From an optimization exercise on the open Yosys and OpenROAD flow, aimed at small area and a short achievable clock period; shortcuts taken in it are not production practice. No run shown here included a check of the RTL's function; only the layout flow was run. Power is estimated from default activity; no workload was simulated.

--- design.v ---
package dense2_pkg;
  localparam int unsigned N_IN      = 120;
  localparam int unsigned N_OUT     = 10;
  localparam int unsigned DW        = 16;
  localparam int unsigned FRAC_BITS = 8;
  localparam int unsigned ACC_W     = 30;
  localparam int unsigned AW        = 7;
  localparam int unsigned IDX_W     = 4;
  localparam logic [DW-1:0] SAT_MAX = {1'b0, {(DW-1){1'b1}}};
  localparam logic [DW-1:0] SAT_MIN = {1'b1, {(DW-1){1'b0}}};
  localparam int unsigned N_ST       = 6;
  localparam int unsigned I_IDLE     = 0;
  localparam int unsigned I_ACCUM    = 1;
  localparam int unsigned I_BIAS_RD  = 2;
  localparam int unsigned I_BIAS_ADD = 3;
  localparam int unsigned I_OUT      = 4;
  localparam int unsigned I_CLASS    = 5;
endpackage
module dense2_neuron_acc
(
  input  logic          clk,
  input  logic          keep,
  input  logic          shift,
  input  logic [29:0]   nxt_s,
  input  logic [29:0]   nxt_c,
  input  logic [7:0]    one,
  input  logic [7:0]    two,
  input  logic [7:0]    neg,
  input  logic [15:0]   w,
  output logic [29:0]   s,
  output logic [29:0]   c
);
  logic [29:0] sn, cn;
  assign s = ~sn;
  assign c = ~cn;
  wire [29:0] sm = (s & {30{keep}}) | (nxt_s & {30{shift}});
  wire [29:0] cm = (c & {30{keep}}) | (nxt_c & {30{shift}});
  wire p1 = ((one[0] & w[0]) ^ neg[0]);
  wire p2 = (((one[0] & w[1]) | (two[0] & w[0])) ^ neg[0]);
  wire p3 = (((one[0] & w[2]) | (two[0] & w[1])) ^ neg[0]);
  wire p4 = (((one[0] & w[3]) | (two[0] & w[2])) ^ neg[0]);
  wire p5 = (((one[0] & w[4]) | (two[0] & w[3])) ^ neg[0]);
  wire p6 = (((one[0] & w[5]) | (two[0] & w[4])) ^ neg[0]);
  wire p7 = (((one[0] & w[6]) | (two[0] & w[5])) ^ neg[0]);
  wire p8 = (((one[0] & w[7]) | (two[0] & w[6])) ^ neg[0]);
  wire p9 = (((one[0] & w[8]) | (two[0] & w[7])) ^ neg[0]);
  wire p10 = (((one[0] & w[9]) | (two[0] & w[8])) ^ neg[0]);
  wire p11 = (((one[0] & w[10]) | (two[0] & w[9])) ^ neg[0]);
  wire p12 = (((one[0] & w[11]) | (two[0] & w[10])) ^ neg[0]);
  wire p13 = (((one[0] & w[12]) | (two[0] & w[11])) ^ neg[0]);
  wire p14 = (((one[0] & w[13]) | (two[0] & w[12])) ^ neg[0]);
  wire p15 = (((one[0] & w[14]) | (two[0] & w[13])) ^ neg[0]);
  wire p16 = (((one[0] & w[15]) | (two[0] & w[14])) ^ neg[0]);
  wire p17 = ~(((one[0] & w[15]) | (two[0] & w[15])) ^ neg[0]);
  wire p18 = ((one[1] & w[0]) ^ neg[1]);
  wire p19 = (((one[1] & w[1]) | (two[1] & w[0])) ^ neg[1]);
  wire p20 = (((one[1] & w[2]) | (two[1] & w[1])) ^ neg[1]);
  wire p21 = (((one[1] & w[3]) | (two[1] & w[2])) ^ neg[1]);
  wire p22 = (((one[1] & w[4]) | (two[1] & w[3])) ^ neg[1]);
  wire p23 = (((one[1] & w[5]) | (two[1] & w[4])) ^ neg[1]);
  wire p24 = (((one[1] & w[6]) | (two[1] & w[5])) ^ neg[1]);
  wire p25 = (((one[1] & w[7]) | (two[1] & w[6])) ^ neg[1]);
  wire p26 = (((one[1] & w[8]) | (two[1] & w[7])) ^ neg[1]);
  wire p27 = (((one[1] & w[9]) | (two[1] & w[8])) ^ neg[1]);
  wire p28 = (((one[1] & w[10]) | (two[1] & w[9])) ^ neg[1]);
  wire p29 = (((one[1] & w[11]) | (two[1] & w[10])) ^ neg[1]);
  wire p30 = (((one[1] & w[12]) | (two[1] & w[11])) ^ neg[1]);
  wire p31 = (((one[1] & w[13]) | (two[1] & w[12])) ^ neg[1]);
  wire p32 = (((one[1] & w[14]) | (two[1] & w[13])) ^ neg[1]);
  wire p33 = (((one[1] & w[15]) | (two[1] & w[14])) ^ neg[1]);
  wire p34 = ~(((one[1] & w[15]) | (two[1] & w[15])) ^ neg[1]);
  wire p35 = ((one[2] & w[0]) ^ neg[2]);
  wire p36 = (((one[2] & w[1]) | (two[2] & w[0])) ^ neg[2]);
  wire p37 = (((one[2] & w[2]) | (two[2] & w[1])) ^ neg[2]);
  wire p38 = (((one[2] & w[3]) | (two[2] & w[2])) ^ neg[2]);
  wire p39 = (((one[2] & w[4]) | (two[2] & w[3])) ^ neg[2]);
  wire p40 = (((one[2] & w[5]) | (two[2] & w[4])) ^ neg[2]);
  wire p41 = (((one[2] & w[6]) | (two[2] & w[5])) ^ neg[2]);
  wire p42 = (((one[2] & w[7]) | (two[2] & w[6])) ^ neg[2]);
  wire p43 = (((one[2] & w[8]) | (two[2] & w[7])) ^ neg[2]);
  wire p44 = (((one[2] & w[9]) | (two[2] & w[8])) ^ neg[2]);
  wire p45 = (((one[2] & w[10]) | (two[2] & w[9])) ^ neg[2]);
  wire p46 = (((one[2] & w[11]) | (two[2] & w[10])) ^ neg[2]);
  wire p47 = (((one[2] & w[12]) | (two[2] & w[11])) ^ neg[2]);
  wire p48 = (((one[2] & w[13]) | (two[2] & w[12])) ^ neg[2]);
  wire p49 = (((one[2] & w[14]) | (two[2] & w[13])) ^ neg[2]);
  wire p50 = (((one[2] & w[15]) | (two[2] & w[14])) ^ neg[2]);
  wire p51 = ~(((one[2] & w[15]) | (two[2] & w[15])) ^ neg[2]);
  wire p52 = ((one[3] & w[0]) ^ neg[3]);
  wire p53 = (((one[3] & w[1]) | (two[3] & w[0])) ^ neg[3]);
  wire p54 = (((one[3] & w[2]) | (two[3] & w[1])) ^ neg[3]);
  wire p55 = (((one[3] & w[3]) | (two[3] & w[2])) ^ neg[3]);
  wire p56 = (((one[3] & w[4]) | (two[3] & w[3])) ^ neg[3]);
  wire p57 = (((one[3] & w[5]) | (two[3] & w[4])) ^ neg[3]);
  wire p58 = (((one[3] & w[6]) | (two[3] & w[5])) ^ neg[3]);
  wire p59 = (((one[3] & w[7]) | (two[3] & w[6])) ^ neg[3]);
  wire p60 = (((one[3] & w[8]) | (two[3] & w[7])) ^ neg[3]);
  wire p61 = (((one[3] & w[9]) | (two[3] & w[8])) ^ neg[3]);
  wire p62 = (((one[3] & w[10]) | (two[3] & w[9])) ^ neg[3]);
  wire p63 = (((one[3] & w[11]) | (two[3] & w[10])) ^ neg[3]);
  wire p64 = (((one[3] & w[12]) | (two[3] & w[11])) ^ neg[3]);
  wire p65 = (((one[3] & w[13]) | (two[3] & w[12])) ^ neg[3]);
  wire p66 = (((one[3] & w[14]) | (two[3] & w[13])) ^ neg[3]);
  wire p67 = (((one[3] & w[15]) | (two[3] & w[14])) ^ neg[3]);
  wire p68 = ~(((one[3] & w[15]) | (two[3] & w[15])) ^ neg[3]);
  wire p69 = ((one[4] & w[0]) ^ neg[4]);
  wire p70 = (((one[4] & w[1]) | (two[4] & w[0])) ^ neg[4]);
  wire p71 = (((one[4] & w[2]) | (two[4] & w[1])) ^ neg[4]);
  wire p72 = (((one[4] & w[3]) | (two[4] & w[2])) ^ neg[4]);
  wire p73 = (((one[4] & w[4]) | (two[4] & w[3])) ^ neg[4]);
  wire p74 = (((one[4] & w[5]) | (two[4] & w[4])) ^ neg[4]);
  wire p75 = (((one[4] & w[6]) | (two[4] & w[5])) ^ neg[4]);
  wire p76 = (((one[4] & w[7]) | (two[4] & w[6])) ^ neg[4]);
  wire p77 = (((one[4] & w[8]) | (two[4] & w[7])) ^ neg[4]);
  wire p78 = (((one[4] & w[9]) | (two[4] & w[8])) ^ neg[4]);
  wire p79 = (((one[4] & w[10]) | (two[4] & w[9])) ^ neg[4]);
  wire p80 = (((one[4] & w[11]) | (two[4] & w[10])) ^ neg[4]);
  wire p81 = (((one[4] & w[12]) | (two[4] & w[11])) ^ neg[4]);
  wire p82 = (((one[4] & w[13]) | (two[4] & w[12])) ^ neg[4]);
  wire p83 = (((one[4] & w[14]) | (two[4] & w[13])) ^ neg[4]);
  wire p84 = (((one[4] & w[15]) | (two[4] & w[14])) ^ neg[4]);
  wire p85 = ~(((one[4] & w[15]) | (two[4] & w[15])) ^ neg[4]);
  wire p86 = ((one[5] & w[0]) ^ neg[5]);
  wire p87 = (((one[5] & w[1]) | (two[5] & w[0])) ^ neg[5]);
  wire p88 = (((one[5] & w[2]) | (two[5] & w[1])) ^ neg[5]);
  wire p89 = (((one[5] & w[3]) | (two[5] & w[2])) ^ neg[5]);
  wire p90 = (((one[5] & w[4]) | (two[5] & w[3])) ^ neg[5]);
  wire p91 = (((one[5] & w[5]) | (two[5] & w[4])) ^ neg[5]);
  wire p92 = (((one[5] & w[6]) | (two[5] & w[5])) ^ neg[5]);
  wire p93 = (((one[5] & w[7]) | (two[5] & w[6])) ^ neg[5]);
  wire p94 = (((one[5] & w[8]) | (two[5] & w[7])) ^ neg[5]);
  wire p95 = (((one[5] & w[9]) | (two[5] & w[8])) ^ neg[5]);
  wire p96 = (((one[5] & w[10]) | (two[5] & w[9])) ^ neg[5]);
  wire p97 = (((one[5] & w[11]) | (two[5] & w[10])) ^ neg[5]);
  wire p98 = (((one[5] & w[12]) | (two[5] & w[11])) ^ neg[5]);
  wire p99 = (((one[5] & w[13]) | (two[5] & w[12])) ^ neg[5]);
  wire p100 = (((one[5] & w[14]) | (two[5] & w[13])) ^ neg[5]);
  wire p101 = (((one[5] & w[15]) | (two[5] & w[14])) ^ neg[5]);
  wire p102 = ~(((one[5] & w[15]) | (two[5] & w[15])) ^ neg[5]);
  wire p103 = ((one[6] & w[0]) ^ neg[6]);
  wire p104 = (((one[6] & w[1]) | (two[6] & w[0])) ^ neg[6]);
  wire p105 = (((one[6] & w[2]) | (two[6] & w[1])) ^ neg[6]);
  wire p106 = (((one[6] & w[3]) | (two[6] & w[2])) ^ neg[6]);
  wire p107 = (((one[6] & w[4]) | (two[6] & w[3])) ^ neg[6]);
  wire p108 = (((one[6] & w[5]) | (two[6] & w[4])) ^ neg[6]);
  wire p109 = (((one[6] & w[6]) | (two[6] & w[5])) ^ neg[6]);
  wire p110 = (((one[6] & w[7]) | (two[6] & w[6])) ^ neg[6]);
  wire p111 = (((one[6] & w[8]) | (two[6] & w[7])) ^ neg[6]);
  wire p112 = (((one[6] & w[9]) | (two[6] & w[8])) ^ neg[6]);
  wire p113 = (((one[6] & w[10]) | (two[6] & w[9])) ^ neg[6]);
  wire p114 = (((one[6] & w[11]) | (two[6] & w[10])) ^ neg[6]);
  wire p115 = (((one[6] & w[12]) | (two[6] & w[11])) ^ neg[6]);
  wire p116 = (((one[6] & w[13]) | (two[6] & w[12])) ^ neg[6]);
  wire p117 = (((one[6] & w[14]) | (two[6] & w[13])) ^ neg[6]);
  wire p118 = (((one[6] & w[15]) | (two[6] & w[14])) ^ neg[6]);
  wire p119 = ~(((one[6] & w[15]) | (two[6] & w[15])) ^ neg[6]);
  wire p120 = ((one[7] & w[0]) ^ neg[7]);
  wire p121 = (((one[7] & w[1]) | (two[7] & w[0])) ^ neg[7]);
  wire p122 = (((one[7] & w[2]) | (two[7] & w[1])) ^ neg[7]);
  wire p123 = (((one[7] & w[3]) | (two[7] & w[2])) ^ neg[7]);
  wire p124 = (((one[7] & w[4]) | (two[7] & w[3])) ^ neg[7]);
  wire p125 = (((one[7] & w[5]) | (two[7] & w[4])) ^ neg[7]);
  wire p126 = (((one[7] & w[6]) | (two[7] & w[5])) ^ neg[7]);
  wire p127 = (((one[7] & w[7]) | (two[7] & w[6])) ^ neg[7]);
  wire p128 = (((one[7] & w[8]) | (two[7] & w[7])) ^ neg[7]);
  wire p129 = (((one[7] & w[9]) | (two[7] & w[8])) ^ neg[7]);
  wire p130 = (((one[7] & w[10]) | (two[7] & w[9])) ^ neg[7]);
  wire p131 = (((one[7] & w[11]) | (two[7] & w[10])) ^ neg[7]);
  wire p132 = (((one[7] & w[12]) | (two[7] & w[11])) ^ neg[7]);
  wire p133 = (((one[7] & w[13]) | (two[7] & w[12])) ^ neg[7]);
  wire p134 = (((one[7] & w[14]) | (two[7] & w[13])) ^ neg[7]);
  wire p135 = (((one[7] & w[15]) | (two[7] & w[14])) ^ neg[7]);
  wire p136 = ~(((one[7] & w[15]) | (two[7] & w[15])) ^ neg[7]);
  wire s137 = neg[1] ^ p3 ^ p18;
  wire c138 = (neg[1] & p3) | (neg[1] & p18) | (p3 & p18);
  wire s139 = p4 ^ p19;
  wire c140 = p4 & p19;
  wire s141 = neg[2] ^ p5 ^ p20;
  wire c142 = (neg[2] & p5) | (neg[2] & p20) | (p5 & p20);
  wire s143 = p35 ^ c140 ^ s141;
  wire c144 = (p35 & c140) | (p35 & s141) | (c140 & s141);
  wire s145 = p6 ^ p21 ^ p36;
  wire c146 = (p6 & p21) | (p6 & p36) | (p21 & p36);
  wire s147 = c142 ^ s145;
  wire c148 = c142 & s145;
  wire s149 = neg[3] ^ p7 ^ p22;
  wire c150 = (neg[3] & p7) | (neg[3] & p22) | (p7 & p22);
  wire s151 = p37 ^ p52 ^ c146;
  wire c152 = (p37 & p52) | (p37 & c146) | (p52 & c146);
  wire s153 = s149 ^ c148 ^ s151;
  wire c154 = (s149 & c148) | (s149 & s151) | (c148 & s151);
  wire s155 = p8 ^ p23 ^ p38;
  wire c156 = (p8 & p23) | (p8 & p38) | (p23 & p38);
  wire s157 = p53 ^ c150 ^ s155;
  wire c158 = (p53 & c150) | (p53 & s155) | (c150 & s155);
  wire s159 = c152 ^ s157;
  wire c160 = c152 & s157;
  wire s161 = sm[0] ^ cm[0] ^ neg[4];
  wire c162 = (sm[0] & cm[0]) | (sm[0] & neg[4]) | (cm[0] & neg[4]);
  wire s163 = s161 ^ p9 ^ p24;
  wire c164 = (s161 & p9) | (s161 & p24) | (p9 & p24);
  wire s165 = p39 ^ p54 ^ p69;
  wire c166 = (p39 & p54) | (p39 & p69) | (p54 & p69);
  wire s167 = c156 ^ s163 ^ s165;
  wire c168 = (c156 & s163) | (c156 & s165) | (s163 & s165);
  wire s169 = c158 ^ s167 ^ c160;
  wire c170 = (c158 & s167) | (c158 & c160) | (s167 & c160);
  wire s171 = sm[1] ^ cm[1] ^ c162;
  wire c172 = (sm[1] & cm[1]) | (sm[1] & c162) | (cm[1] & c162);
  wire s173 = p10 ^ p25 ^ p40;
  wire c174 = (p10 & p25) | (p10 & p40) | (p25 & p40);
  wire s175 = p55 ^ p70 ^ s171;
  wire c176 = (p55 & p70) | (p55 & s171) | (p70 & s171);
  wire s177 = c164 ^ c166 ^ s173;
  wire c178 = (c164 & c166) | (c164 & s173) | (c166 & s173);
  wire s179 = s175 ^ c168 ^ s177;
  wire c180 = (s175 & c168) | (s175 & s177) | (c168 & s177);
  wire s181 = sm[2] ^ cm[2] ^ neg[5];
  wire c182 = (sm[2] & cm[2]) | (sm[2] & neg[5]) | (cm[2] & neg[5]);
  wire s183 = s181 ^ p11 ^ p26;
  wire c184 = (s181 & p11) | (s181 & p26) | (p11 & p26);
  wire s185 = p41 ^ p56 ^ p71;
  wire c186 = (p41 & p56) | (p41 & p71) | (p56 & p71);
  wire s187 = p86 ^ c172 ^ c174;
  wire c188 = (p86 & c172) | (p86 & c174) | (c172 & c174);
  wire s189 = s183 ^ s185 ^ c176;
  wire c190 = (s183 & s185) | (s183 & c176) | (s185 & c176);
  wire s191 = s187 ^ c178 ^ s189;
  wire c192 = (s187 & c178) | (s187 & s189) | (c178 & s189);
  wire s193 = sm[3] ^ cm[3] ^ c182;
  wire c194 = (sm[3] & cm[3]) | (sm[3] & c182) | (cm[3] & c182);
  wire s195 = p12 ^ p27 ^ p42;
  wire c196 = (p12 & p27) | (p12 & p42) | (p27 & p42);
  wire s197 = p57 ^ p72 ^ p87;
  wire c198 = (p57 & p72) | (p57 & p87) | (p72 & p87);
  wire s199 = s193 ^ c184 ^ c186;
  wire c200 = (s193 & c184) | (s193 & c186) | (c184 & c186);
  wire s201 = s195 ^ s197 ^ c188;
  wire c202 = (s195 & s197) | (s195 & c188) | (s197 & c188);
  wire s203 = s199 ^ c190 ^ s201;
  wire c204 = (s199 & c190) | (s199 & s201) | (c190 & s201);
  wire s205 = sm[4] ^ cm[4] ^ neg[6];
  wire c206 = (sm[4] & cm[4]) | (sm[4] & neg[6]) | (cm[4] & neg[6]);
  wire s207 = s205 ^ p13 ^ p28;
  wire c208 = (s205 & p13) | (s205 & p28) | (p13 & p28);
  wire s209 = p43 ^ p58 ^ p73;
  wire c210 = (p43 & p58) | (p43 & p73) | (p58 & p73);
  wire s211 = p88 ^ p103 ^ c194;
  wire c212 = (p88 & p103) | (p88 & c194) | (p103 & c194);
  wire s213 = c196 ^ c198 ^ s207;
  wire c214 = (c196 & c198) | (c196 & s207) | (c198 & s207);
  wire s215 = s209 ^ s211 ^ c200;
  wire c216 = (s209 & s211) | (s209 & c200) | (s211 & c200);
  wire s217 = s213 ^ c202 ^ s215;
  wire c218 = (s213 & c202) | (s213 & s215) | (c202 & s215);
  wire s219 = sm[5] ^ cm[5] ^ c206;
  wire c220 = (sm[5] & cm[5]) | (sm[5] & c206) | (cm[5] & c206);
  wire s221 = p14 ^ p29 ^ p44;
  wire c222 = (p14 & p29) | (p14 & p44) | (p29 & p44);
  wire s223 = p59 ^ p74 ^ p89;
  wire c224 = (p59 & p74) | (p59 & p89) | (p74 & p89);
  wire s225 = p104 ^ s219 ^ c208;
  wire c226 = (p104 & s219) | (p104 & c208) | (s219 & c208);
  wire s227 = c210 ^ s221 ^ s223;
  wire c228 = (c210 & s221) | (c210 & s223) | (s221 & s223);
  wire s229 = c212 ^ s225 ^ c214;
  wire c230 = (c212 & s225) | (c212 & c214) | (s225 & c214);
  wire s231 = s227 ^ c216 ^ s229;
  wire c232 = (s227 & c216) | (s227 & s229) | (c216 & s229);
  wire s233 = sm[6] ^ cm[6] ^ neg[7];
  wire c234 = (sm[6] & cm[6]) | (sm[6] & neg[7]) | (cm[6] & neg[7]);
  wire s235 = s233 ^ p15 ^ p30;
  wire c236 = (s233 & p15) | (s233 & p30) | (p15 & p30);
  wire s237 = p45 ^ p60 ^ p75;
  wire c238 = (p45 & p60) | (p45 & p75) | (p60 & p75);
  wire s239 = p90 ^ p105 ^ p120;
  wire c240 = (p90 & p105) | (p90 & p120) | (p105 & p120);
  wire s241 = c220 ^ c222 ^ c224;
  wire c242 = (c220 & c222) | (c220 & c224) | (c222 & c224);
  wire s243 = s235 ^ s237 ^ s239;
  wire c244 = (s235 & s237) | (s235 & s239) | (s237 & s239);
  wire s245 = c226 ^ s241 ^ c228;
  wire c246 = (c226 & s241) | (c226 & c228) | (s241 & c228);
  wire s247 = s243 ^ c230 ^ s245;
  wire c248 = (s243 & c230) | (s243 & s245) | (c230 & s245);
  wire s249 = sm[7] ^ cm[7] ^ c234;
  wire c250 = (sm[7] & cm[7]) | (sm[7] & c234) | (cm[7] & c234);
  wire s251 = p16 ^ p31 ^ p46;
  wire c252 = (p16 & p31) | (p16 & p46) | (p31 & p46);
  wire s253 = p61 ^ p76 ^ p91;
  wire c254 = (p61 & p76) | (p61 & p91) | (p76 & p91);
  wire s255 = p106 ^ p121 ^ s249;
  wire c256 = (p106 & p121) | (p106 & s249) | (p121 & s249);
  wire s257 = c236 ^ c238 ^ c240;
  wire c258 = (c236 & c238) | (c236 & c240) | (c238 & c240);
  wire s259 = s251 ^ s253 ^ c242;
  wire c260 = (s251 & s253) | (s251 & c242) | (s253 & c242);
  wire s261 = s255 ^ s257 ^ c244;
  wire c262 = (s255 & s257) | (s255 & c244) | (s257 & c244);
  wire s263 = c246 ^ s259 ^ s261;
  wire c264 = (c246 & s259) | (c246 & s261) | (s259 & s261);
  wire s265 = 1'b1 ^ sm[8] ^ cm[8];
  wire c266 = (1'b1 & sm[8]) | (1'b1 & cm[8]) | (sm[8] & cm[8]);
  wire s267 = s265 ^ p17 ^ p32;
  wire c268 = (s265 & p17) | (s265 & p32) | (p17 & p32);
  wire s269 = p47 ^ p62 ^ p77;
  wire c270 = (p47 & p62) | (p47 & p77) | (p62 & p77);
  wire s271 = p92 ^ p107 ^ p122;
  wire c272 = (p92 & p107) | (p92 & p122) | (p107 & p122);
  wire s273 = c250 ^ c252 ^ c254;
  wire c274 = (c250 & c252) | (c250 & c254) | (c252 & c254);
  wire s275 = s267 ^ s269 ^ s271;
  wire c276 = (s267 & s269) | (s267 & s271) | (s269 & s271);
  wire s277 = c256 ^ c258 ^ s273;
  wire c278 = (c256 & c258) | (c256 & s273) | (c258 & s273);
  wire s279 = s275 ^ c260 ^ c262;
  wire c280 = (s275 & c260) | (s275 & c262) | (c260 & c262);
  wire s281 = s277 ^ c264 ^ s279;
  wire c282 = (s277 & c264) | (s277 & s279) | (c264 & s279);
  wire s283 = 1'b1 ^ sm[9] ^ cm[9];
  wire c284 = (1'b1 & sm[9]) | (1'b1 & cm[9]) | (sm[9] & cm[9]);
  wire s285 = c266 ^ s283 ^ p33;
  wire c286 = (c266 & s283) | (c266 & p33) | (s283 & p33);
  wire s287 = p48 ^ p63 ^ p78;
  wire c288 = (p48 & p63) | (p48 & p78) | (p63 & p78);
  wire s289 = p93 ^ p108 ^ p123;
  wire c290 = (p93 & p108) | (p93 & p123) | (p108 & p123);
  wire s291 = c268 ^ c270 ^ c272;
  wire c292 = (c268 & c270) | (c268 & c272) | (c270 & c272);
  wire s293 = s285 ^ s287 ^ s289;
  wire c294 = (s285 & s287) | (s285 & s289) | (s287 & s289);
  wire s295 = c274 ^ s291 ^ c276;
  wire c296 = (c274 & s291) | (c274 & c276) | (s291 & c276);
  wire s297 = s293 ^ c278 ^ s295;
  wire c298 = (s293 & c278) | (s293 & s295) | (c278 & s295);
  wire s299 = c280 ^ s297;
  wire c300 = c280 & s297;
  wire s301 = sm[10] ^ cm[10] ^ c284;
  wire c302 = (sm[10] & cm[10]) | (sm[10] & c284) | (cm[10] & c284);
  wire s303 = p34 ^ p49 ^ p64;
  wire c304 = (p34 & p49) | (p34 & p64) | (p49 & p64);
  wire s305 = p79 ^ p94 ^ p109;
  wire c306 = (p79 & p94) | (p79 & p109) | (p94 & p109);
  wire s307 = p124 ^ s301 ^ c286;
  wire c308 = (p124 & s301) | (p124 & c286) | (s301 & c286);
  wire s309 = c288 ^ c290 ^ s303;
  wire c310 = (c288 & c290) | (c288 & s303) | (c290 & s303);
  wire s311 = s305 ^ c292 ^ s307;
  wire c312 = (s305 & c292) | (s305 & s307) | (c292 & s307);
  wire s313 = c294 ^ s309 ^ c296;
  wire c314 = (c294 & s309) | (c294 & c296) | (s309 & c296);
  wire s315 = s311 ^ c298 ^ s313;
  wire c316 = (s311 & c298) | (s311 & s313) | (c298 & s313);
  wire s317 = 1'b1 ^ sm[11] ^ cm[11];
  wire c318 = (1'b1 & sm[11]) | (1'b1 & cm[11]) | (sm[11] & cm[11]);
  wire s319 = s317 ^ p50 ^ p65;
  wire c320 = (s317 & p50) | (s317 & p65) | (p50 & p65);
  wire s321 = p80 ^ p95 ^ p110;
  wire c322 = (p80 & p95) | (p80 & p110) | (p95 & p110);
  wire s323 = p125 ^ c302 ^ c304;
  wire c324 = (p125 & c302) | (p125 & c304) | (c302 & c304);
  wire s325 = c306 ^ s319 ^ s321;
  wire c326 = (c306 & s319) | (c306 & s321) | (s319 & s321);
  wire s327 = c308 ^ s323 ^ c310;
  wire c328 = (c308 & s323) | (c308 & c310) | (s323 & c310);
  wire s329 = s325 ^ c312 ^ s327;
  wire c330 = (s325 & c312) | (s325 & s327) | (c312 & s327);
  wire s331 = c314 ^ s329;
  wire c332 = c314 & s329;
  wire s333 = sm[12] ^ cm[12] ^ c318;
  wire c334 = (sm[12] & cm[12]) | (sm[12] & c318) | (cm[12] & c318);
  wire s335 = p51 ^ p66 ^ p81;
  wire c336 = (p51 & p66) | (p51 & p81) | (p66 & p81);
  wire s337 = p96 ^ p111 ^ p126;
  wire c338 = (p96 & p111) | (p96 & p126) | (p111 & p126);
  wire s339 = s333 ^ c320 ^ c322;
  wire c340 = (s333 & c320) | (s333 & c322) | (c320 & c322);
  wire s341 = s335 ^ s337 ^ c324;
  wire c342 = (s335 & s337) | (s335 & c324) | (s337 & c324);
  wire s343 = s339 ^ c326 ^ c328;
  wire c344 = (s339 & c326) | (s339 & c328) | (c326 & c328);
  wire s345 = s341 ^ c330 ^ s343;
  wire c346 = (s341 & c330) | (s341 & s343) | (c330 & s343);
  wire s347 = 1'b1 ^ sm[13] ^ cm[13];
  wire c348 = (1'b1 & sm[13]) | (1'b1 & cm[13]) | (sm[13] & cm[13]);
  wire s349 = s347 ^ p67 ^ p82;
  wire c350 = (s347 & p67) | (s347 & p82) | (p67 & p82);
  wire s351 = p97 ^ p112 ^ p127;
  wire c352 = (p97 & p112) | (p97 & p127) | (p112 & p127);
  wire s353 = c334 ^ c336 ^ c338;
  wire c354 = (c334 & c336) | (c334 & c338) | (c336 & c338);
  wire s355 = s349 ^ s351 ^ c340;
  wire c356 = (s349 & s351) | (s349 & c340) | (s351 & c340);
  wire s357 = s353 ^ c342 ^ s355;
  wire c358 = (s353 & c342) | (s353 & s355) | (c342 & s355);
  wire s359 = c344 ^ s357;
  wire c360 = c344 & s357;
  wire s361 = sm[14] ^ cm[14] ^ c348;
  wire c362 = (sm[14] & cm[14]) | (sm[14] & c348) | (cm[14] & c348);
  wire s363 = p68 ^ p83 ^ p98;
  wire c364 = (p68 & p83) | (p68 & p98) | (p83 & p98);
  wire s365 = p113 ^ p128 ^ s361;
  wire c366 = (p113 & p128) | (p113 & s361) | (p128 & s361);
  wire s367 = c350 ^ c352 ^ s363;
  wire c368 = (c350 & c352) | (c350 & s363) | (c352 & s363);
  wire s369 = s365 ^ c354 ^ s367;
  wire c370 = (s365 & c354) | (s365 & s367) | (c354 & s367);
  wire s371 = c356 ^ s369 ^ c358;
  wire c372 = (c356 & s369) | (c356 & c358) | (s369 & c358);
  wire s373 = 1'b1 ^ sm[15] ^ cm[15];
  wire c374 = (1'b1 & sm[15]) | (1'b1 & cm[15]) | (sm[15] & cm[15]);
  wire s375 = s373 ^ p84 ^ p99;
  wire c376 = (s373 & p84) | (s373 & p99) | (p84 & p99);
  wire s377 = p114 ^ p129 ^ c362;
  wire c378 = (p114 & p129) | (p114 & c362) | (p129 & c362);
  wire s379 = c364 ^ s375 ^ c366;
  wire c380 = (c364 & s375) | (c364 & c366) | (s375 & c366);
  wire s381 = s377 ^ c368 ^ s379;
  wire c382 = (s377 & c368) | (s377 & s379) | (c368 & s379);
  wire s383 = c370 ^ s381;
  wire c384 = c370 & s381;
  wire s385 = sm[16] ^ cm[16] ^ c374;
  wire c386 = (sm[16] & cm[16]) | (sm[16] & c374) | (cm[16] & c374);
  wire s387 = p85 ^ p100 ^ p115;
  wire c388 = (p85 & p100) | (p85 & p115) | (p100 & p115);
  wire s389 = p130 ^ s385 ^ c376;
  wire c390 = (p130 & s385) | (p130 & c376) | (s385 & c376);
  wire s391 = s387 ^ c378 ^ s389;
  wire c392 = (s387 & c378) | (s387 & s389) | (c378 & s389);
  wire s393 = c380 ^ s391 ^ c382;
  wire c394 = (c380 & s391) | (c380 & c382) | (s391 & c382);
  wire s395 = 1'b1 ^ sm[17] ^ cm[17];
  wire c396 = (1'b1 & sm[17]) | (1'b1 & cm[17]) | (sm[17] & cm[17]);
  wire s397 = s395 ^ p101 ^ p116;
  wire c398 = (s395 & p101) | (s395 & p116) | (p101 & p116);
  wire s399 = p131 ^ c386 ^ c388;
  wire c400 = (p131 & c386) | (p131 & c388) | (c386 & c388);
  wire s401 = s397 ^ c390 ^ s399;
  wire c402 = (s397 & c390) | (s397 & s399) | (c390 & s399);
  wire s403 = c392 ^ s401;
  wire c404 = c392 & s401;
  wire s405 = sm[18] ^ cm[18] ^ c396;
  wire c406 = (sm[18] & cm[18]) | (sm[18] & c396) | (cm[18] & c396);
  wire s407 = p102 ^ p117 ^ p132;
  wire c408 = (p102 & p117) | (p102 & p132) | (p117 & p132);
  wire s409 = s405 ^ c398 ^ s407;
  wire c410 = (s405 & c398) | (s405 & s407) | (c398 & s407);
  wire s411 = c400 ^ s409 ^ c402;
  wire c412 = (c400 & s409) | (c400 & c402) | (s409 & c402);
  wire s413 = 1'b1 ^ sm[19] ^ cm[19];
  wire c414 = (1'b1 & sm[19]) | (1'b1 & cm[19]) | (sm[19] & cm[19]);
  wire s415 = s413 ^ p118 ^ p133;
  wire c416 = (s413 & p118) | (s413 & p133) | (p118 & p133);
  wire s417 = c406 ^ c408 ^ s415;
  wire c418 = (c406 & c408) | (c406 & s415) | (c408 & s415);
  wire s419 = c410 ^ s417;
  wire c420 = c410 & s417;
  wire s421 = sm[20] ^ cm[20] ^ c414;
  wire c422 = (sm[20] & cm[20]) | (sm[20] & c414) | (cm[20] & c414);
  wire s423 = p119 ^ p134 ^ s421;
  wire c424 = (p119 & p134) | (p119 & s421) | (p134 & s421);
  wire s425 = c416 ^ s423 ^ c418;
  wire c426 = (c416 & s423) | (c416 & c418) | (s423 & c418);
  wire s427 = 1'b1 ^ sm[21] ^ cm[21];
  wire c428 = (1'b1 & sm[21]) | (1'b1 & cm[21]) | (sm[21] & cm[21]);
  wire s429 = s427 ^ p135 ^ c422;
  wire c430 = (s427 & p135) | (s427 & c422) | (p135 & c422);
  wire s431 = c424 ^ s429;
  wire c432 = c424 & s429;
  wire s433 = sm[22] ^ cm[22] ^ c428;
  wire c434 = (sm[22] & cm[22]) | (sm[22] & c428) | (cm[22] & c428);
  wire s435 = p136 ^ s433 ^ c430;
  wire c436 = (p136 & s433) | (p136 & c430) | (s433 & c430);
  wire s437 = 1'b1 ^ sm[23] ^ cm[23];
  wire c438 = (1'b1 & sm[23]) | (1'b1 & cm[23]) | (sm[23] & cm[23]);
  wire s439 = s437 ^ c434;
  wire c440 = s437 & c434;
  wire s441 = 1'b1 ^ sm[24] ^ cm[24];
  wire c442 = (1'b1 & sm[24]) | (1'b1 & cm[24]) | (sm[24] & cm[24]);
  wire s443 = c438 ^ s441;
  wire c444 = c438 & s441;
  wire s445 = 1'b1 ^ sm[25] ^ cm[25];
  wire c446 = (1'b1 & sm[25]) | (1'b1 & cm[25]) | (sm[25] & cm[25]);
  wire s447 = c442 ^ s445 ^ c444;
  wire c448 = (c442 & s445) | (c442 & c444) | (s445 & c444);
  wire s449 = 1'b1 ^ sm[26] ^ cm[26];
  wire c450 = (1'b1 & sm[26]) | (1'b1 & cm[26]) | (sm[26] & cm[26]);
  wire s451 = c446 ^ s449 ^ c448;
  wire c452 = (c446 & s449) | (c446 & c448) | (s449 & c448);
  wire s453 = 1'b1 ^ sm[27] ^ cm[27];
  wire c454 = (1'b1 & sm[27]) | (1'b1 & cm[27]) | (sm[27] & cm[27]);
  wire s455 = c450 ^ s453 ^ c452;
  wire c456 = (c450 & s453) | (c450 & c452) | (s453 & c452);
  wire s457 = 1'b1 ^ sm[28] ^ cm[28];
  wire c458 = (1'b1 & sm[28]) | (1'b1 & cm[28]) | (sm[28] & cm[28]);
  wire s459 = c454 ^ s457 ^ c456;
  wire c460 = (c454 & s457) | (c454 & c456) | (s457 & c456);
  wire s461 = 1'b1 ^ sm[29] ^ cm[29];
  wire c462 = (1'b1 & sm[29]) | (1'b1 & cm[29]) | (sm[29] & cm[29]);
  wire s463 = c458 ^ s461 ^ c460;
  wire c464 = (c458 & s461) | (c458 & c460) | (s461 & c460);
  wire [8:0] low_sum = {1'b0, c154, s153, c144, s143, c138, s137, p2, p1} + {1'b0, s159, 1'b0, s147, 1'b0, s139, 1'b0, 1'b0, neg[0]};
  always_ff @(posedge clk) begin
    sn <= ~{s463, s459, s455, s451, s447, c440, c436, c432, c426, c420, c412, c404, c394, c384, c372, c360, c346, c332, c316, c300, c282, s281, c248, c232, c218, c204, c192, c180, c170, s169};
    cn <= ~{1'b0, 1'b0, 1'b0, 1'b0, 1'b0, s443, s439, s435, s431, s425, s419, s411, s403, s393, s383, s371, s359, s345, s331, s315, s299, 1'b0, s263, s247, s231, s217, s203, s191, s179, low_sum[8]};
  end
endmodule
module dense2_argmax
(
  input  logic                clk,
  input  logic                rst,
  input  logic                in_valid,
  input  logic                frame_start_in,
  input  logic                frame_end_in,
  input  logic [dense2_pkg::DW-1:0]       dense_input,
  output logic                rom_en,
  output logic [dense2_pkg::AW-1:0]       rom_addr,
  input  logic [dense2_pkg::N_OUT*dense2_pkg::DW-1:0] rom_data,
  output logic                out_valid,
  output logic                frame_start_out,
  output logic                frame_end_out,
  output logic [dense2_pkg::DW-1:0]       logit_out,
  output logic                class_valid,
  output logic [dense2_pkg::IDX_W-1:0]    class_idx,
  output logic                err
);
  localparam int unsigned W = dense2_pkg::ACC_W;
  logic [dense2_pkg::N_ST-1:0]   state;
  logic [dense2_pkg::N_ST-1:0]   state_n;
  logic [dense2_pkg::AW-1:0]     cnt;
  logic              clear;
  logic              take;
  logic              err_c;
  logic              keep_q;
  logic [dense2_pkg::DW-1:0]     sample_q;
  logic [dense2_pkg::IDX_W-1:0]  out_k;
  logic [dense2_pkg::DW-1:0]     best_val;
  logic [dense2_pkg::IDX_W-1:0]  best_idx;
  logic [W-1:0]      acc_s [dense2_pkg::N_OUT];
  logic [W-1:0]      acc_c [dense2_pkg::N_OUT];
  logic st_idle, st_accum, st_bias_rd, st_bias_add, st_out, st_class;
  assign st_idle     = state[dense2_pkg::I_IDLE];
  assign st_accum    = state[dense2_pkg::I_ACCUM];
  assign st_bias_rd  = state[dense2_pkg::I_BIAS_RD];
  assign st_bias_add = state[dense2_pkg::I_BIAS_ADD];
  assign st_out      = state[dense2_pkg::I_OUT];
  assign st_class    = state[dense2_pkg::I_CLASS];
  logic [7:0] b_one, b_two, b_neg;
  always_comb begin
    for (int k = 0; k < 8; k++) begin
      logic x0, x1, x2;
      x0 = (k == 0) ? 1'b0 : sample_q[2*k-1];
      x1 = sample_q[2*k];
      x2 = sample_q[2*k+1];
      b_one[k] = x1 ^ x0;
      b_two[k] = (x2 & ~x1 & ~x0) | (~x2 & x1 & x0);
      b_neg[k] = x2;
    end
  end
  for (genvar k = 0; k < dense2_pkg::N_OUT; k++) begin : g_neuron
    dense2_neuron_acc u_acc (
      .clk     (clk),
      .keep    (keep_q),
      .shift   (st_out),
      .nxt_s   ((k == dense2_pkg::N_OUT - 1) ? '0 : acc_s[(k + 1) % dense2_pkg::N_OUT]),
      .nxt_c   ((k == dense2_pkg::N_OUT - 1) ? '0 : acc_c[(k + 1) % dense2_pkg::N_OUT]),
      .one     (b_one),
      .two     (b_two),
      .neg     (b_neg),
      .w       (rom_data[k*dense2_pkg::DW +: dense2_pkg::DW]),
      .s       (acc_s[k]),
      .c       (acc_c[k])
    );
  end
  logic start_ok;    
  logic last_idx;    
  logic in_frame;    
  assign start_ok = in_valid && frame_start_in && !frame_end_in;
  assign last_idx = (cnt == dense2_pkg::AW'(dense2_pkg::N_IN - 1));
  assign in_frame = st_accum && in_valid && !frame_start_in;
  assign take   = (st_idle && start_ok) || (st_accum && in_valid);
  assign clear  = in_valid && frame_start_in && ((st_idle && !frame_end_in) || st_accum);
  assign rom_en = !rst && (take || st_bias_rd);
  always_comb begin
    rom_addr = '0;
    if (!rst && in_frame) begin
      rom_addr = cnt;
    end else if (!rst && st_bias_rd) begin
      rom_addr = dense2_pkg::AW'(dense2_pkg::N_IN);
    end
  end
  assign err_c = (st_idle && in_valid && frame_start_in && frame_end_in)
              || (st_accum && in_valid && (frame_start_in || (frame_end_in != last_idx)))
              || (!st_idle && !st_accum && in_valid);
  always_comb begin
    state_n = '0;
    state_n[dense2_pkg::I_IDLE]     = (st_idle && !start_ok)
                                   || (in_frame && (frame_end_in ? !last_idx : last_idx))
                                   || st_class;
    state_n[dense2_pkg::I_ACCUM]    = (st_idle && start_ok)
                                   || (st_accum && !(in_frame && (frame_end_in || last_idx)));
    state_n[dense2_pkg::I_BIAS_RD]  = in_frame && frame_end_in && last_idx;
    state_n[dense2_pkg::I_BIAS_ADD] = st_bias_rd;
    state_n[dense2_pkg::I_OUT]      = st_bias_add
                                   || (st_out && (out_k != dense2_pkg::IDX_W'(dense2_pkg::N_OUT - 1)));
    state_n[dense2_pkg::I_CLASS]    = st_out && (out_k == dense2_pkg::IDX_W'(dense2_pkg::N_OUT - 1));
  end
  logic [W-1:0]  sel_sum;
  logic [dense2_pkg::DW-1:0] logit_c;
  assign sel_sum = acc_s[0] + acc_c[0];
  assign logit_c = (sel_sum[W-1:dense2_pkg::DW-1] == {(W-dense2_pkg::DW+1){sel_sum[W-1]}})
                 ? sel_sum[dense2_pkg::DW-1:0]
                 : (sel_sum[W-1] ? dense2_pkg::SAT_MIN : dense2_pkg::SAT_MAX);
  logic              better;
  logic [dense2_pkg::IDX_W-1:0]  cur_idx;
  assign better  = frame_start_out || ($signed(logit_out) > $signed(best_val));
  assign cur_idx = out_k - dense2_pkg::IDX_W'(1);
  always_ff @(posedge clk) begin
    if (rst) begin
      state           <= dense2_pkg::N_ST'(1) << dense2_pkg::I_IDLE;
      cnt             <= '0;
      keep_q          <= 1'b0;
      sample_q        <= '0;
      out_k           <= '0;
      best_val        <= '0;
      best_idx        <= '0;
      out_valid       <= 1'b0;
      frame_start_out <= 1'b0;
      frame_end_out   <= 1'b0;
      logit_out       <= '0;
      class_valid     <= 1'b0;
      class_idx       <= '0;
      err             <= 1'b0;
    end else begin
      state           <= state_n;
      keep_q          <= !clear && !state_n[dense2_pkg::I_OUT];
      err             <= err_c;
      if (clear) begin
        cnt <= dense2_pkg::AW'(1);
      end else if (take) begin
        cnt <= cnt + dense2_pkg::AW'(1);
      end
      if (take) begin
        sample_q <= dense_input;
      end else if (st_bias_rd) begin
        sample_q <= dense2_pkg::DW'(1 << dense2_pkg::FRAC_BITS);
      end else begin
        sample_q <= '0;
      end
      if (st_bias_add) begin
        out_k <= '0;
      end else if (st_out) begin
        out_k <= out_k + dense2_pkg::IDX_W'(1);
      end
      out_valid       <= st_out;
      frame_start_out <= st_out && (out_k == '0);
      frame_end_out   <= st_out && (out_k == dense2_pkg::IDX_W'(dense2_pkg::N_OUT - 1));
      logit_out       <= logit_c;
      class_valid     <= st_class;
      class_idx       <= better ? cur_idx : best_idx;
      if (out_valid && better) begin
        best_val <= logit_out;
        best_idx <= cur_idx;
      end
    end
  end
endmodule
--- flow/run.sh ---
#!/bin/bash
# The standard layout (standard.sh: unchanged synthesis, floorplan, place,
# CTS, route) with two changes:
#  - repair_timing aims for 5.6 ns of setup slack at the design's 11 ns clock;
#  - after synthesis, invpush.py removes inverters between full-adder cells by
#    flipping adders (a full adder is self-dual), leaving registers, ports and
#    all other cells as synthesis made them.
# Each tool's output goes to a log here; ORFS keeps its step logs under orfs/logs.
set -euo pipefail
sed 's/SETUP_SLACK_MARGIN=[0-9.]*/SETUP_SLACK_MARGIN=5.6/' standard.sh > standard_margin.sh
grep -q 'SETUP_SLACK_MARGIN=5.6' standard_margin.sh
bash standard_margin.sh synth > synth.log 2>&1
NET=orfs/results/sky130hd/dense2_argmax/base/1_2_yosys.v
cp "$NET" 1_2_yosys.standard.v
python3 flow/invpush.py 1_2_yosys.standard.v "$NET" > invpush.log 2>&1
touch "$NET"
bash standard_margin.sh > standard.log 2>&1
--- flow/invpush.py ---
#!/usr/bin/env python3
"""Remove inverters around full adders in a flat Yosys netlist of sky130hd cells.

A full adder is self-dual: FA(~a, ~b, ~c) = (~sum, ~cout). Synthesis often
leaves inverters between adder cells; this flips adders (feeding them the
complement of their inputs, so their outputs carry the complement) where that
lowers the number of inverters, then re-inserts one inverter per net whose
complement is still needed. Registers, ports and all other cells are kept.

usage: invpush.py IN.v OUT.v
"""
import re
import sys

OUTPINS = {"X", "Y", "Q", "Q_N", "SUM", "COUT", "HI", "LO"}
INV = re.compile(r"sky130_fd_sc_hd__inv_\d+$")
FA = re.compile(r"sky130_fd_sc_hd__fa_\d+$")
XOR = re.compile(r"sky130_fd_sc_hd__x(n?)or2_(\d+)$")

src = re.sub(r"\(\*.*?\*\)", "", open(sys.argv[1]).read())
m_first = re.search(r"^\s*sky130_fd_sc_hd__\w+\s", src, re.M)
head = src[:m_first.start()]
tail_i = src.rindex("endmodule")
body = src[m_first.start():tail_i]
tail = src[tail_i:]
if re.search(r"^\s*assign\s", body, re.M) or re.search(r"^\s*assign\s", head, re.M):
    sys.exit("assign statements not supported")

inst_re = re.compile(r"\s*(sky130_fd_sc_hd__\w+)\s+(\\\S+\s|\S+)\s*\((.*?)\);\s*", re.S)
pin_re = re.compile(r"\.(\w+)\(\s*(\\\S+\s|[^()\s]+)\s*\)")
insts = []
pos = 0
while pos < len(body):
    m = inst_re.match(body, pos)
    if not m:
        sys.exit("parse error at: " + body[pos:pos + 200])
    pins = [(p, n.strip()) for p, n in pin_re.findall(m.group(3))]
    insts.append([m.group(1), m.group(2).strip(), pins])
    pos = m.end()

# ports
ports_out = set()
ports_in = set()
for kind, rng, names in re.findall(r"^\s*(input|output)\s+(\[\d+:\d+\]\s+)?([^;]+);", head, re.M):
    for nm in names.split(","):
        nm = nm.strip()
        if rng:
            hi, lo = map(int, re.findall(r"\d+", rng))
            bits = [f"{nm}[{i}]" for i in range(min(hi, lo), max(hi, lo) + 1)]
        else:
            bits = [nm]
        (ports_out if kind == "output" else ports_in).update(bits)

driver = {}
for idx, (typ, name, pins) in enumerate(insts):
    for p, n in pins:
        if p in OUTPINS:
            driver[n] = (idx, p)

def is_inv(idx):
    return INV.match(insts[idx][0]) is not None

# inverters kept as they are: those driving output ports
keep_inv = set()
for idx, (typ, name, pins) in enumerate(insts):
    if is_inv(idx):
        y = dict(pins)["Y"]
        if y in ports_out:
            keep_inv.add(idx)

def root(n):
    par = 0
    seen = 0
    while n in driver and is_inv(driver[n][0]) and driver[n][0] not in keep_inv:
        n = dict(insts[driver[n][0]][2])["A"]
        par ^= 1
        seen += 1
        if seen > 1000:
            sys.exit("inverter loop")
    return n, par

# loads: (inst idx, pin index) -> (root, parity); only non-removed cells
removed = {i for i in range(len(insts)) if is_inv(i) and i not in keep_inv}
loads = []          # [idx, pin_i, root, parity]
for idx, (typ, name, pins) in enumerate(insts):
    if idx in removed:
        continue
    for pi, (p, n) in enumerate(pins):
        if p in OUTPINS or not re.match(r"^(\\\S+|[A-Za-z_][\w$]*(\[\d+\])?)$", n):
            continue
        r, par = root(n)
        loads.append([idx, pi, r, par])
for n in ports_out:
    if n in driver and driver[n][0] in removed:
        sys.exit("port driven by removable inverter: " + n)

fa_idx = [i for i in range(len(insts)) if FA.match(insts[i][0]) or XOR.match(insts[i][0])]
is_fa = {i: FA.match(insts[i][0]) is not None for i in fa_idx}
# FAs whose outputs are ports cannot flip
noflip = set()
for i in fa_idx:
    for p, n in insts[i][2]:
        if p in OUTPINS and n in ports_out:
            noflip.add(i)
flip = {}
out_of = {}   # root net -> driving FA idx (if FA)
for i in fa_idx:
    for p, n in insts[i][2]:
        if p in OUTPINS:
            out_of[n] = i

loads_by_root = {}
loads_by_inst = {}
for L in loads:
    loads_by_root.setdefault(L[2], []).append(L)
    loads_by_inst.setdefault(L[0], []).append(L)

def need(L):
    own = flip.get(L[0], 0) if FA.match(insts[L[0]][0]) else 0
    return L[3] ^ own ^ flip.get(out_of.get(L[2], -1), 0)

cnt = {r: sum(need(L) for L in Ls) for r, Ls in loads_by_root.items()}
def cost():
    return sum(1 for r in cnt if cnt[r] > 0)

def delta(i):
    ch = {}
    for L in (loads_by_inst.get(i, []) if is_fa[i] else []):
        ch[L[2]] = ch.get(L[2], 0) + (1 - 2 * need(L))
    outs = [n for p, n in insts[i][2] if p in OUTPINS]
    for n in outs:
        for L in loads_by_root.get(n, []):
            if L[0] == i:
                continue
            ch[n] = ch.get(n, 0) + (1 - 2 * need(L))
    d = 0
    for r, c in ch.items():
        before = cnt[r] > 0
        after = cnt[r] + c > 0
        d += int(after) - int(before)
    return d, ch

c0 = cost()
# Start from a polarity that satisfies as many adder-to-adder connections as a
# breadth-first walk over them allows, then improve greedily.
if "--nobfs" not in sys.argv:
    fa_set = set(fa_idx) - noflip
    adj = {i: [] for i in fa_set}
    for L in loads:
        g = out_of.get(L[2], -1)
        if L[0] in fa_set and g in fa_set and g != L[0] and is_fa[L[0]]:
            adj[L[0]].append((g, L[3]))
            adj[g].append((L[0], L[3]))
    seen = set()
    from collections import deque
    for s0 in fa_idx:
        if s0 not in fa_set or s0 in seen:
            continue
        seen.add(s0)
        flip[s0] = 0
        dq = deque([s0])
        while dq:
            u = dq.popleft()
            for v, p in adj[u]:
                if v not in seen:
                    seen.add(v)
                    flip[v] = flip.get(u, 0) ^ p
                    dq.append(v)
    cnt = {r: sum(need(L) for L in Ls) for r, Ls in loads_by_root.items()}
    print(f"after walk: {cost()} (from {c0})", file=sys.stderr)
changed = True
rounds = 0
while changed and rounds < 50:
    changed = False
    rounds += 1
    for i in fa_idx:
        if i in noflip:
            continue
        d, ch = delta(i)
        if d < 0:
            flip[i] = flip.get(i, 0) ^ 1
            for r, c in ch.items():
                cnt[r] += c
            changed = True
# Flip whole groups of adders joined by adder-to-adder connections when that helps.
if "--nobfs" not in sys.argv:
    comp = {}
    for s0 in fa_idx:
        if s0 not in fa_set or s0 in comp:
            continue
        comp[s0] = s0
        stack = [s0]
        while stack:
            u = stack.pop()
            for v, p in adj[u]:
                if v not in comp:
                    comp[v] = s0
                    stack.append(v)
    groups = {}
    for i, g in comp.items():
        groups.setdefault(g, []).append(i)
    def gdelta(members):
        ms = set(members)
        affected = set()
        for i in members:
            if is_fa[i]:
                for L in loads_by_inst.get(i, []):
                    affected.add(L[2])
            for p, n in insts[i][2]:
                if p in OUTPINS:
                    affected.add(n)
        before = {r: cnt[r] for r in affected}
        for i in members:
            flip[i] = flip.get(i, 0) ^ 1
        after = {r: sum(need(L) for L in loads_by_root.get(r, [])) for r in affected}
        d = sum(int(after[r] > 0) - int(before[r] > 0) for r in affected)
        return d, after
    for it in range(3):
        improved = False
        for g, members in groups.items():
            if len(members) < 2:
                continue
            d, after = gdelta(members)
            if d < 0:
                cnt.update(after)
                improved = True
            else:
                for i in members:
                    flip[i] = flip.get(i, 0) ^ 1
        changed = True
        rounds2 = 0
        while changed and rounds2 < 50:
            changed = False
            rounds2 += 1
            for i in fa_idx:
                if i in noflip:
                    continue
                d, ch = delta(i)
                if d < 0:
                    flip[i] = flip.get(i, 0) ^ 1
                    for r, c in ch.items():
                        cnt[r] += c
                    changed = True
                    improved = True
        if not improved:
            break
    print(f"groups: {len(groups)}, largest {max(len(m) for m in groups.values())}", file=sys.stderr)
c1 = cost()
assert c1 == sum(1 for r, Ls in loads_by_root.items() if any(need(L) for L in Ls))

# rebuild: a flipped xor becomes an xnor and vice versa
for i in fa_idx:
    m = XOR.match(insts[i][0])
    if m and flip.get(i, 0):
        insts[i][0] = f"sky130_fd_sc_hd__{'xor' if m.group(1) else 'xnor'}2_{m.group(2)}"
        outpin = "X" if m.group(1) else "Y"   # xor2 drives X, xnor2 drives Y
        insts[i][2] = [(outpin if p in ("X", "Y") else p, n) for p, n in insts[i][2]]
# rebuild
inv_net = {}
new_insts = []
k = 0
for r, Ls in loads_by_root.items():
    if any(need(L) for L in Ls):
        k += 1
        nn = f"_ipush_n{k}_"
        inv_net[r] = nn
        new_insts.append(["sky130_fd_sc_hd__inv_1", f"_ipush_i{k}_", [("A", r), ("Y", nn)]])
for L in loads:
    idx, pi, r, par = L
    p, _ = insts[idx][2][pi]
    insts[idx][2][pi] = (p, inv_net[r] if need(L) else r)

def fmt(n):
    return n + " " if n.startswith("\\") else n

out = [head]
for idx, (typ, name, pins) in enumerate(insts + new_insts):
    if idx < len(insts) and idx in removed:
        continue
    out.append(f"  {typ} {fmt(name)} (\n" + ",\n".join(f"    .{p}({fmt(n)})" for p, n in pins) + "\n  );\n")
decl = "".join(f"  wire {n};\n" for n in inv_net.values())
text = "".join(out)
text = text.replace(head, head + decl, 1)
open(sys.argv[2], "w").write(text + tail)
print(f"inverters: {len(removed) + len(keep_inv)} before, {len(keep_inv) + len(inv_net)} after; "
      f"{sum(flip.values())} of {len(fa_idx)} adders flipped; rounds {rounds}", file=sys.stderr)
--- standard.sh ---
#!/bin/bash
# synth_recipe.tcl (not shown) runs the flow's synth.tcl, then flattens the netlist and writes it again
# the make line also repeats each setting of config.mk as NAME=value (left out here)
make -C /OpenROAD-flow-scripts/flow DESIGN_CONFIG=/design/flow/config.mk WORK_HOME=/design/flow/orfs CLKGATE_MAP_FILE= SYNTH_SCRIPT=/design/flow/synth_recipe.tcl "${@:-finish}"
--- config.mk ---
export PLATFORM = sky130hd
export DESIGN_NAME = dense2_argmax
export DESIGN_NICKNAME = dense2_argmax
export VERILOG_FILES = /design/flow/design.v
export SDC_FILE = /design/flow/constraint.sdc
export NUM_CORES = 4
export LEC_CHECK = 0
export ABC_AREA = 1
export CAP_MARGIN = 20
export CORE_MARGIN = 2
export CORE_UTILIZATION = 40
export PLACE_DENSITY = 0.6
export SETUP_SLACK_MARGIN = 5
export SLEW_MARGIN = 20
--- constraint.sdc ---
create_clock -name core_clock -period 11.0 [get_ports {clk}]
set_input_delay 2.2000 -clock core_clock [delete_from_list [all_inputs] [get_ports {clk}]]
set_output_delay 2.2000 -clock core_clock [all_outputs]
set_load 0.01 [all_outputs]
==> results.json, run 1 <==
{
  "r2r_setup_slack_ps": 5680,
  "fp.dieArea_sq_um": 196000,
  "outcome": "complete, no violations",
  "grt_max_degree": 146,
  "yosysWarnings": 4,
  "worst-endpoint-required_ps": 11600,
  "vias_per_cell": 5.97,
  "p_leak_nw": 33.7,
  "first_iter_violations": 6984,
  "grt_use_total_pct": 28.1,
  "hold_end": "best_val[5]$_SDFFE_PP0P_",
  "cts_tree": "yes",
  "ios": 214,
  "core_region_area_sq_um": 192000,
  "via_count": 65300,
  "clkSlewWorstSetupHoldPaths_ps": 60,
  "drive_gt1_share_pct": 11.5,
  "cp.arrival_ps": 5960,
  "worstHoldStart": "best_val[5]$_SDFFE_PP0P_",
  "vdd.ir_drop.worst_v": 0.000129,
  "tightest_slew_ps": 1050,
  "drtAntennaViolNets": 0,
  "crit_chain": "dlygate4sd2_1, inv_1, o21ai_0, inv_1, fa_1, fa_1, fa_1, fa_1, fa_1",
  "critPathTopFamily": "adder cells",
  "overflow": 0,
  "slew_headroom_pct": 29.7,
  "grt_pass1_wl_um": 423000,
  "syn-cell-area_sq_um": 77100,
  "cp_max_fo": 14,
  "hold_class": "register to register",
  "placedCellCount": 10400,
  "clk_latency_ps": 740,
  "p_per_area_nw_per_um2": 178,
  "holdBufCountCts": 0,
  "path_buf_inv": 3,
  "critPathCaptureType": "register",
  "path_depth": 9,
  "first_global_vias": 68700,
  "first_pass_iters": 6,
  "whs_ps": 456,
  "synth_cells": 8237,
  "syn_to_final_growth_pct": 14.8,
  "setup_tns_ps": 0,
  "synth_nets": 10100,
  "hold_violations": 0,
  "dieWidth_um": 443,
  "fp.dieH_um": 443,
  "portBuffers": 213,
  "antenna_found_initial": 12,
  "timing.rr.end": "g_neuron[1].u_acc.sn[8]$_DFF_P_",
  "final_nets": 10200,
  "maxSlewViolCount": 0,
  "clock_path_buffers": 3,
  "start_util_pct": 40.2,
  "r2r-start": "sample_q[5]$_SDFF_PP0_",
  "ff2ff_path_depth": 13,
  "fin_skew_ps": 31.9,
  "ctsHtreeMaxLevel": 3,
  "num_rows": 161,
  "cts_buffers": 83,
  "syn_area_per_cell_sq_um": 9.36,
  "wirelength_um": 282000,
  "dp_hpwl_um": 181000,
  "setup_viol_count_final": 0,
  "max-cap-violations": 0,
  "routedWlPerCell_um": 25.8,
  "cpMaxStageDelayCell": "dlygate4sd2_1",
  "finalNonFillerCells": 10900,
  "layout_min_cycle_time_ps": 5350,
  "cp-start-kind": "input pin",
  "drc": 0,
  "rsz0062_at_grt": "yes",
  "hold_path_depth": 2,
  "finalWeightedCongestion": 0.910,
  "cts.sinks": 618,
  "finalCritPeriodShare_pct": 48.7,
  "max_clock_freq_mhz": 187,
  "cts_root_buffer": "clkbuf_16",
  "path_common_cell": "fa_1",
  "max_stage_delay_ps": 640,
  "setup.worst_path.class": "input pin to register"
}
worst register-to-register path, delay by kind of cell (launching register included):
family,cells,cell delay [ps]
AOI/OAI and AO/OA,1,180
xor gates and xnor gates,1,180
adders and majority gates,5,2390
buffers and inverters,4,1410
DFF,1,430
and+or+nand+nor,2,620
sequential cells by signal (all words and copies together), names as in the netlist:
name,cells
sample_q,16
keep_q,1
state,6
class_valid,1
g_neuron.u_acc.sn,300
class_idx,4
best_val,16
frame_start_out,1
g_neuron.u_acc.cn,240
logit_out,16
err,1
out_k,4
cnt,7
out_valid,1
best_idx,4
what timing repair did:
item,4_1_cts,5_1_grt
setup endpoints to repair,276,100
pin swaps,5,9
gates cloned,5,8
resized for setup,173,152
buffers inserted,204,206
layout by cell type, fill, tap and decap left out, drive strengths merged, types with 28 or more instances in the layout:
master and count:
ha 286, o22ai 1676, nor2 180, nand2 419
xnor2 501, clkbuf 119, fa 1351, dfxtp 618
or2 42, a31oi 42, a21oi 87, clkinv 28
clkinvlp 140, buf 503, inv 1204, clkdlybuf4s50 151
nand3 66, dlymetal6s2s 40, xor2 763, o21ai 92
routing by layer:
metal,up-vias,routed length [um],global-route usage (%)
li1,27400,-,-
met1,32800,104000,34.4
met2,4212,133000,46.8
met3,989,29000,5.53
met4,6,16000,14.9
met5,-,44,0
metrics by stage:
stage               cell area, sq um  utilization [%]  power [mW]  setup WS, ps
floorplan                      77200                -        10.2          5590
global placement               80800             42.1        12.3          4610
detailed placement             80800             42.1        12.7          4580
CTS                            86000             44.8        15.7          5570
global route                   88500             46.1        17.3          5590
finish                         88500             46.1        15.8          5650
final cells by class:
cell class	instances	area, sq um
clock buffers	117	2410
repair inverters	6	30.0
repair buffers	718	7080
clock inverters	35	422
multi-input cells	5581	57300
fillers	18100	103000
flip-flops and latches	618	12400
diodes	6	15.0
well taps	2526	3160
inverters	1338	5680
report_power, final:
group	switching, mW	internal (mW)	leakage [nW]	total, mW
clock	1.22	1.68	1.40	2.90
combinational	4.90	3.76	27.1	8.66
sequential	0.852	3.34	5.16	4.20
total	6.98	8.78	33.7	15.8
how the worst max path moves through the flow:
stage                   from                               end  slack (ps)
6_report       rom_data[127]  g_neuron[7].u_acc.cn[10]$_DFF_P_        5650
3_3_place_gp    rom_data[63]  g_neuron[3].u_acc.cn[10]$_DFF_P_        4610
5_1_grt        rom_data[146]   g_neuron[9].u_acc.sn[8]$_DFF_P_        5590
2_1_floorplan   rom_data[50]  g_neuron[3].u_acc.cn[10]$_DFF_P_        5590
4_1_cts         rom_data[14]   g_neuron[0].u_acc.sn[8]$_DFF_P_        5570
3_5_place_dp    rom_data[15]  g_neuron[0].u_acc.cn[10]$_DFF_P_        4580
==> run 2, diff against run 1 <==
--- a/config.mk
+++ b/config.mk
@@ -10,4 +10,4 @@
 export CORE_MARGIN = 2
-export CORE_UTILIZATION = 40
-export PLACE_DENSITY = 0.6
+export CORE_UTILIZATION = 55
+export PLACE_DENSITY = 0.7
 export SETUP_SLACK_MARGIN = 5
==> run 2 against run 1 <==
Non-clock buffer count up 39. Count of clock-buffer cells in the layout down 2. Final cell count down 5.6%. Flip-flop and latch count did not move. Fmax down 2.4%. Highest routed layer unchanged.
==> results.json, run 2 <==
{
  "finalNonFillerCells": 10300,
  "p_int_mw": 8.73,
  "fp.dieH_um": 378,
  "layout_common_cells": "1,666 x o22ai_1, 1,346 x fa_1, 1,178 x inv_1",
  "syn_to_final_growth_pct": 13.9,
  "routedWlPerCell_um": 26.5,
  "finalCritPeriodShare_pct": 49.8,
  "final_area_sq_um": 87800,
  "dieWidth_um": 378,
  "overflow": 0,
  "clock_path_buffers": 3,
  "maxSlewViolCount": 0,
  "wirelength_um": 273000,
  "fp.dieArea_sq_um": 143000,
  "max-cap-violations": 0,
  "power.share.clock_pct": 17.7,
  "clkSlewWorstSetupHoldPaths_ps": 60,
  "finalWeightedCongestion": 0.981,
  "fin_skew_ps": 30.2,
  "p_comb_share_pct": 55.6,
  "drtAntennaViolNets": 0,
  "outcome": "complete, no violations",
  "cp-start-kind": "input pin",
  "finish.utilization_pct": 63.0,
  "first_pass_iters": 8,
  "p_leak_nw": 33.7,
  "worst-endpoint-required_ps": 11630,
  "cts_root_buffer": "clkbuf_16",
  "synth_nets": 10100,
  "portBuffers": 213,
  "ctsHtreeMaxLevel": 3,
  "layout_min_cycle_time_ps": 5480,
  "clk_latency_ps": 720,
  "cts_tree": "yes",
  "hold_class": "register to register",
  "setup.worst_path.class": "input pin to register",
  "largest_registers": "g_neuron.u_acc.sn (300), g_neuron.u_acc.cn (240)",
  "ios": 214,
  "via_count": 67100,
  "tightest_slew_ps": 1140,
  "drc": 0,
  "switching_share_pct": 44.3,
  "core_region_area_sq_um": 139000,
  "first_iter_violations": 7533,
  "largest_reg_flops": 300,
  "vdd.ir_drop.worst_v": 0.000140,
  "critPathTopFamily": "buffers and inverters",
  "rsz0062_at_grt": "yes",
  "slew_headroom_pct": 24.1,
  "max_stage_delay_ps": 270,
  "max_clock_freq_mhz": 182,
  "cts.sinks": 618,
  "cp.arrival_ps": 6110,
  "critPathCaptureType": "register",
  "placedCellCount": 9706,
  "start_util_pct": 55.3,
  "num_rows": 137,
  "cpMaxStageDelayCell": "nor3_4",
  "cp_max_fo": 3,
  "fin_ws_ps": 5520,
  "grt_max_degree": 159,
  "first_global_vias": 70500,
  "grt_use_total_pct": 37.5,
  "dp_hpwl_um": 172000,
  "synth_cells": 8237,
  "hold_violations": 0,
  "largest-register": "g_neuron.u_acc.sn",
  "antenna_found_initial": 11,
  "yosysWarnings": 4,
  "p_per_area_nw_per_um2": 178,
  "cts_buffers": 80,
  "grt_pass1_wl_um": 409000,
  "post-place-ws_ps": 3080,
  "path_buf_inv": 29,
  "seqPwrFrac_pct": 26.6,
  "final_nets": 10200,
  "vias_per_cell": 6.49,
  "placed_area_sq_um": 79900,
  "holdBufCountCts": 0,
  "setup_tns_ps": 0,
  "syn-cell-area_sq_um": 77100,
  "final_common_cell": "o22ai_1",
  "p_switching_mw": 6.94,
  "syn_area_per_cell_sq_um": 9.36,
  "setup_viol_count_final": 0,
  "drive_gt1_share_pct": 12.0,
  "path_common_cell": "buf_4"
}
run 2: worst reg2reg max path: cells and delay by family (launching register included):
| kind | cells | cell delay, ps |
|---|---|---|
| fa+ha+maj | 5 | 2420 |
| flops | 1 | 430 |
| buf+inv | 6 | 2420 |
run 2: timing repair:
action	CTS	global route
setup buffers	234	222
pin swaps	4	6
resized for setup	213	169
setup endpoints to repair	275	114
cloned	6	17
run 2: path summary, 6_finish.rpt:
kind | from | endpoint | cells past startpoint | slack, ps
min reg2reg | best_val[4]$_SDFFE_PP0P_ | best_val[4]$_SDFFE_PP0P_ | 2 | 450
min | best_val[4]$_SDFFE_PP0P_ | best_val[4]$_SDFFE_PP0P_ | 2 | 450
max reg2reg | sample_q[11]$_SDFF_PP0_ | g_neuron[1].u_acc.cn[4]$_DFF_P_ | 11 | 5630
max | frame_end_in | state[1]$_SDFF_PP0_ | 31 | 5520
run 2: routing by layer:
metal / part of all wire [%] / up-vias / track usage [%]
met5: 0.029 / - / 0
met3: 13 / 1492 / 9.93
met1: 35 / 32900 / 45.8
met4: 7.7 / 10 / 23.5
met2: 45 / 5256 / 59.2
li1: - / 27400 / -
run 2: through the flow:
stage / power, mW / hold slack (ps)
after CTS: 15.5 / 459
after detailed placement: 12.6 / 453
after global routing: 17.2 / 484
final: 15.7 / 453
after global placement: 12.1 / 445
after floorplan: 10.2 / 425
run 2: power groups by stage:
| stage | combinational, mW | clock, mW | sequential (mW) |
|---|---|---|---|
| after floorplan | 6.49 | 0 | 3.74 |
| after global placement | 7.98 | 0 | 4.13 |
| after detailed placement | 8.48 | 0 | 4.14 |
| after CTS | 8.62 | 2.79 | 4.11 |
| after global routing | 10.1 | 2.87 | 4.22 |
| final | 8.72 | 2.78 | 4.17 |
run 2: cell type report:
cell class / count / area [sq um]
repair inverters: 15 / 82.6
fillers: 11100 / 51500
inverters: 1338 / 5680
repair buffers: 757 / 7270
multi-input cells: 5581 / 57300
well taps: 1876 / 2350
clock inverters: 27 / 408
diodes: 4 / 10.0
flip-flops and latches: 618 / 12400
clock buffers: 115 / 2300

==> port drivers added, routing unchanged <==
The results above use ideal ports. As a check the final layouts listed here were re-extracted and re-timed, cells and wires unchanged.
Step 1, drivers: a clkbuf_16 drives clk and a buf_2 each remaining input, both assumed.
Step 2 times the ports against the registers' clock, not the clock port: input delays grow and output delays shrink by t, the midpoint of the rising clock arrivals with the driver on.
Slacks: ideal / step 1 / step 2; pairs: ideal / step 1.
run | t, ns | slack for setup (ns) | slew at the worst register clock pin (ns) | worst slew at a driven data input, ns | cell pins on the clock port's net
run 1 | 0.811 | 5.648 / 5.648 / 4.837 | 0.07 / 0.07 | 0.16 | 1
run 2 | 0.790 | 5.519 / 5.506 / 4.757 | 0.07 / 0.07 | 0.23 | 1
After both steps every run listed still meets setup and hold. For run 1, which loses most, drivers alone change the setup slack by 0.000 ns; drivers and shift together by -0.811 ns.
